What follows belongs to an exercise in optimizing a design on an open flow for small area, a short achievable clock period and few clock cycles per item; a production flow would make more cautious choices.
The RTL was checked by simulation tests, not by an equivalence proof against the original design.
Power figures rest on the tool's default switching activity, not on a simulated workload.

==> flow/design.v (excerpt) <==
module m31_ext_mix16 #(
  parameter int T     = 16,
  parameter int TAG_W = 8
) (
  input  logic               clk,
  input  logic               rst_n,
  input  logic               in_valid,
  output logic               in_ready,
  input  logic [T*31-1:0]    in_state,
  input  logic [TAG_W-1:0]   in_tag,
  output logic               out_valid,
  input  logic               out_ready,
  output logic [T*31-1:0]    out_state,
  output logic [TAG_W-1:0]   out_tag
);
  function automatic logic [61:0] csa(input logic [30:0] a, input logic [30:0] b,
                                      input logic [30:0] c);
    logic [30:0] s, m;
    s = a ^ b ^ c;
    m = (a & b) | (a & c) | (b & c);
    csa = {s, m[29:0], m[30]};
  endfunction
  function automatic logic [30:0] colsum(input logic [30:0] x0, input logic [30:0] x1,
                                         input logic [30:0] x2, input logic [30:0] x3);
    logic [61:0] u, v;
    logic [30:0] r;
    logic        z;
    u = csa(x0, x1, x2);
    v = csa(u[61:31], u[30:0], x3);
    z = &(v[61:31] & v[30:0]);
    r = cadd(v[61:31], v[30:0]);
    colsum = z ? 31'd0 : r;
  endfunction
  function automatic logic [30:0] cadd(input logic [30:0] a, input logic [30:0] b);
    logic [30:0] g, t, gg, pp, gn, pn, cin;
    logic c;
    g  = a & b;
    t  = a ^ b;
    gg = g;
    pp = t;
    gn = gg; pn = pp;
    gn[1] = gg[1] | (pp[1] & gg[0]); pn[1] = pp[1] & pp[0];
    gn[3] = gg[3] | (pp[3] & gg[2]); pn[3] = pp[3] & pp[2];
    gn[5] = gg[5] | (pp[5] & gg[4]); pn[5] = pp[5] & pp[4];
    gn[7] = gg[7] | (pp[7] & gg[6]); pn[7] = pp[7] & pp[6];
    gn[9] = gg[9] | (pp[9] & gg[8]); pn[9] = pp[9] & pp[8];
    gn[11] = gg[11] | (pp[11] & gg[10]); pn[11] = pp[11] & pp[10];
    gn[13] = gg[13] | (pp[13] & gg[12]); pn[13] = pp[13] & pp[12];
    gn[15] = gg[15] | (pp[15] & gg[14]); pn[15] = pp[15] & pp[14];
    gn[17] = gg[17] | (pp[17] & gg[16]); pn[17] = pp[17] & pp[16];
    gn[19] = gg[19] | (pp[19] & gg[18]); pn[19] = pp[19] & pp[18];
    gn[21] = gg[21] | (pp[21] & gg[20]); pn[21] = pp[21] & pp[20];
    gn[23] = gg[23] | (pp[23] & gg[22]); pn[23] = pp[23] & pp[22];
  ...
Size: roughly 4700 cells after synthesis, ~51000 µm² of cells after synthesis.
==> flow/config.mk <==
export PLATFORM = sky130hd
export DESIGN_NAME = m31_ext_mix16
export DESIGN_NICKNAME = m31_ext_mix16
export VERILOG_FILES = /design/flow/design.v
export SDC_FILE = /design/flow/constraint.sdc
export NUM_CORES = 4
export LEC_CHECK = 0
export CAP_MARGIN = 20
export CORE_MARGIN = 2
export CORE_UTILIZATION = 55
export CTS_BUF_LIST = sky130_fd_sc_hd__clkbuf_4 sky130_fd_sc_hd__clkbuf_8
export SLEW_MARGIN = 20
==> flow/constraint.sdc <==
create_clock -name core_clock -period 23.0 [get_ports {clk}]
set_input_delay 4.6000 -clock core_clock [delete_from_list [all_inputs] [get_ports {clk}]]
set_output_delay 4.6000 -clock core_clock [all_outputs]
set_load 0.01 [all_outputs]
standard.sh (not shown) runs the stock make flow with config.mk's settings and CLKGATE_MAP_FILE= SYNTH_SCRIPT=/design/flow/synth_recipe.tcl, a recipe that flattens the netlist after the stock synthesis.
==> flow/flow/run.sh <==
#!/bin/bash
# Own layout flow: the standard ORFS flow with a few changes, chosen by the
# files beside this script:
#   env.sh      extra environment settings for ORFS (sourced first)
#   abc.script  if present, the ABC script used in place of ORFS's abc_speed.script
#               (the rest of the synthesis is the standard synthesis, unchanged)
set -euo pipefail
W=$(pwd)
F=$W/flow
if [[ -f $F/env.sh ]]; then
  source "$F/env.sh"
fi
if [[ -f $F/abc.script ]]; then
  sed "/source \$::env(SCRIPTS_DIR)\/synth_preamble.tcl/a set abc_args [lreplace \$abc_args 1 1 $F/abc.script]" \
    "$FLOW_HOME/scripts/synth.tcl" > "$W/synth_mod.tcl"
  sed "s|source \$::env(SCRIPTS_DIR)/synth.tcl|source $W/synth_mod.tcl|" \
    "$W/synth_recipe.tcl" > "$W/my_synth.tcl"
  sed "s|SYNTH_SCRIPT=[^ ]*|SYNTH_SCRIPT=$W/my_synth.tcl|" "$W/standard.sh" > "$W/my_standard.sh"
else
  cp "$W/standard.sh" "$W/my_standard.sh"
fi
bash "$W/my_standard.sh" > "$W/flow_make.log" 2>&1
==> flow/flow/env.sh <==
# IO port buffers: the smallest buffer instead of ORFS's default pick
export BUFFER_PORTS_ARGS="-buffer_cell sky130_fd_sc_hd__buf_1"
# repair_timing after CTS and global routing aims for a 9.5 ns period
export SETUP_SLACK_MARGIN=13.5
# keep out_ready and in_ready (joined by one gate) next to each other on the edge
export PRE_IO_PLACEMENT_TCL=$F/io.tcl
==> flow/flow/io.tcl <==
set_io_pin_constraint -group -order -pin_names {out_ready in_ready}
The starting point ran to the end with no violations.
Testbench counts at the start, summed over its fixed seeds: cycles 4,808, items 4,800.
Then changed:
==> flow/flow/env.sh (replaced) <==
# IO port buffers: the smallest buffer instead of ORFS's default pick
export BUFFER_PORTS_ARGS="-buffer_cell sky130_fd_sc_hd__buf_1"
# repair_timing after CTS and global routing aims for a 9.2 ns period
export SETUP_SLACK_MARGIN=13.8
# keep out_ready and in_ready (joined by one gate) next to each other on the edge
export PRE_IO_PLACEMENT_TCL=$F/io.tcl
- CORE_UTILIZATION: 55 -> 68
- CTS_BUF_LIST: sky130_fd_sc_hd__clkbuf_4 sky130_fd_sc_hd__clkbuf_8 -> unset
This time the run did not get past I/O pin placement (3_2_place_iop).
Synthesized area stays the same.
Synthesized cell count is unchanged.

---

Setup of run 1:
Starting RTL as in the previous note.
==> flow/design.v (excerpt) <==
module m31_ext_mix16 #(
  parameter int T     = 16,
  parameter int TAG_W = 8
) (
  input  logic               clk,
  input  logic               rst_n,
  input  logic               in_valid,
  output logic               in_ready,
  input  logic [T*31-1:0]    in_state,
  input  logic [TAG_W-1:0]   in_tag,
  output logic               out_valid,
  input  logic               out_ready,
  output logic [T*31-1:0]    out_state,
  output logic [TAG_W-1:0]   out_tag
);
  function automatic logic [61:0] csa(input logic [30:0] a, input logic [30:0] b,
                                      input logic [30:0] c);
    logic [30:0] s, m;
    s = a ^ b ^ c;
    m = (a & b) | (a & c) | (b & c);
    csa = {s, m[29:0], m[30]};
  endfunction
  function automatic logic [30:0] colsum(input logic [30:0] x0, input logic [30:0] x1,
                                         input logic [30:0] x2, input logic [30:0] x3);
    logic [61:0] u, v;
    logic [30:0] r;
    logic        z;
    u = csa(x0, x1, x2);
    v = csa(u[61:31], u[30:0], x3);
    z = &(v[61:31] & v[30:0]);
    r = cadd(v[61:31], v[30:0]);
    colsum = z ? 31'd0 : r;
  endfunction
  function automatic logic [30:0] cadd(input logic [30:0] a, input logic [30:0] b);
    logic [30:0] g, t, gg, pp, gn, pn, cin;
    logic c;
    g  = a & b;
    t  = a ^ b;
    gg = g;
    pp = t;
    gn = gg; pn = pp;
    gn[1] = gg[1] | (pp[1] & gg[0]); pn[1] = pp[1] & pp[0];
    gn[3] = gg[3] | (pp[3] & gg[2]); pn[3] = pp[3] & pp[2];
    gn[5] = gg[5] | (pp[5] & gg[4]); pn[5] = pp[5] & pp[4];
    gn[7] = gg[7] | (pp[7] & gg[6]); pn[7] = pp[7] & pp[6];
    gn[9] = gg[9] | (pp[9] & gg[8]); pn[9] = pp[9] & pp[8];
    gn[11] = gg[11] | (pp[11] & gg[10]); pn[11] = pp[11] & pp[10];
    gn[13] = gg[13] | (pp[13] & gg[12]); pn[13] = pp[13] & pp[12];
    gn[15] = gg[15] | (pp[15] & gg[14]); pn[15] = pp[15] & pp[14];
    gn[17] = gg[17] | (pp[17] & gg[16]); pn[17] = pp[17] & pp[16];
  ...
clock: 23.0 ns
lec_check: 0
cap_margin: 20
core_margin: 2
core_utilization: 58
cts_buf_list: sky130_fd_sc_hd__clkbuf_8 sky130_fd_sc_hd__clkbuf_16
cts_cluster_diameter: 80
cts_cluster_size: 24
slew_margin: 20
==> flow/flow/env.sh <==
# IO port buffers: the smallest buffer instead of ORFS's default pick
export BUFFER_PORTS_ARGS="-buffer_cell sky130_fd_sc_hd__buf_1"
# repair_timing after CTS and global routing aims for a 9.5 ns period
export SETUP_SLACK_MARGIN=13.5
# keep out_ready and in_ready (joined by one gate) next to each other on the edge
export PRE_IO_PLACEMENT_TCL=$F/io.tcl
Scripts as last shown in full above: flow/flow/run.sh, flow/flow/io.tcl
Run 1 | status: complete | timing, DRC, antenna: pass
Testbench counts of run 1, summed over its fixed seeds: cycles 4,808, items 4,800.
[inputs] run 2 vs run 1
Settings: PLACE_DENSITY newly set to 0.8; CORE_UTILIZATION changed from 58 to 55.
==> notes.md <==
Post-synthesis register bit count: run 2 vs run 1, no meaningful difference
Run 2 against run 1: area enclosed by the die boundary went up, data arrival time of the critical path went up.
Cell area, run 2 and run 1, higher one = run 1.
Register fraction of the total cell area across run 2 and run 1: no real change.
The final reports for run 2 and run 1 show number of antenna violations at the first check in global routing lower in the former.
Run 2 against run 1: post-route minimum period up 0.074 ns, power per unit of standard cell area down about 1.3%, final worst setup slack shrank by 0.074 ns.
The higher core utilization of run 2 and run 1 is in run 1.
Comparing run 2 and run 1, the higher relative contribution of the clock network to total power is on run 1.
Inputs modified between run 2 and run 3:
Settings: PLACE_DENSITY no longer set, was 0.8.
### Flow results
Run 2: done, clean on timing, DRC and antenna. Run 3: no failed stages, no open violations at the end. Between run 2 and run 3, the buffers plus inverters on the worst setup path is lower for run 2. Going from run 2 to run 3, cell area grew slightly. Going from run 2 to run 3, the utilization was found to have gone up by 0.37 points.
Changes in run 4 relative to run 3:
Settings: CTS_CLUSTER_SIZE: 24 -> unset; CTS_BUF_LIST: sky130_fd_sc_hd__clkbuf_8 sky130_fd_sc_hd__clkbuf_16 -> unset; CTS_CLUSTER_DIAMETER: 80 -> unset.
--- outcome ---
- Summary — proportion of power drawn by combinational gates, run 4 relative to run 3: lower, by 2.2 points.
- Changes observed in run 4 relative to run 3: die area essentially unchanged; wire length of the first global-routing pass moved up.
- Run 3 was smaller in final cell area than run 4.
- Run 4 vs run 3: switching share of power down in run 4
- Layout overhead on the synthesized area, run 3 and run 4: lower on run 3
- Summary of run 4 over run 3: hold slack down 0.096 ns; non-clock buffer total of the final layout shrank by 0.38%.
- Number of cells on the critical path in run 4 is 9 higher than in run 3
Here is what was changed in the inputs of run 5 compared with run 4.
Settings: setting CTS_CLUSTER_DIAMETER to 80 for the first time; setting CTS_BUF_LIST to sky130_fd_sc_hd__clkbuf_8 sky130_fd_sc_hd__clkbuf_16 for the first time; setting CTS_CLUSTER_SIZE to 24 for the first time.
==> flow/flow/env.sh <==
# IO port buffers: the smallest buffer instead of ORFS's default pick
export BUFFER_PORTS_ARGS="-buffer_cell sky130_fd_sc_hd__buf_1"
# repair_timing after CTS and global routing aims for a 9.7 ns period
export SETUP_SLACK_MARGIN=13.3
# keep out_ready and in_ready (joined by one gate) next to each other on the edge
export PRE_IO_PLACEMENT_TCL=$F/io.tcl
### Flow results
- [run 5 vs run 4] achievable frequency: lower in run 5
- Per the comparison of run 5 with run 4, clock-buffer cell count decreased by 59 relative to the old numbers; core utilization lost 1.2 points.
- Run 5 vs run 4: final weighted congestion in routability-driven placement down by more than 10%
- Changes observed in run 5 relative to run 4: die area now sits at about the same level, post-cts gate resize count now sits lower, share of the clock period used by the worst path after layout now sits higher, total power now sits lower.
- Where first-iteration DRC count is concerned, run 4 is outperformed by run 5.
- Run 5 did not stop at any stage, and its layout met the timing, design-rule and antenna checks.

-- re-timing with driven ports --
The flow's constraints put no driver on any port. The routed layouts listed below were extracted and timed again, unchanged, in two steps. Step 1 assumes that a clkbuf_16 drives the clock port and a buf_2 every other input. Step 2 also shifts input and output timing later by t, the mid clock arrival at the registers, as if the neighbouring blocks saw the same clock. Slacks: ideal / step 1 / step 2; pairs: ideal / step 1.
| run | t (ns) | setup slack, ns | worst setup path at the end | pins driven straight from the clock port |
|---|---|---|---|---|
| the first run of note 1 | 0.876 | 13.440 / 13.397 / 13.397 | input to output | 1 |
| run 1 | 0.708 | 13.453 / 13.410 / 13.410 | input to output | 1 |
| run 2 | 0.680 | 13.379 / 13.308 / 13.199 | input to register | 1 |
| run 3 | 0.726 | 13.436 / 13.385 / 13.385 | input to output | 1 |
| run 4 | 0.728 | 13.424 / 13.341 / 13.401 | input to output | 1 |
| run 5 | 0.729 | 13.332 / 13.254 / 13.306 | input to output | 1 |
After both steps setup and hold are still met in every run listed. For run 2, which loses most, drivers alone change the setup slack by -0.071 ns; drivers and shift together by -0.180 ns.
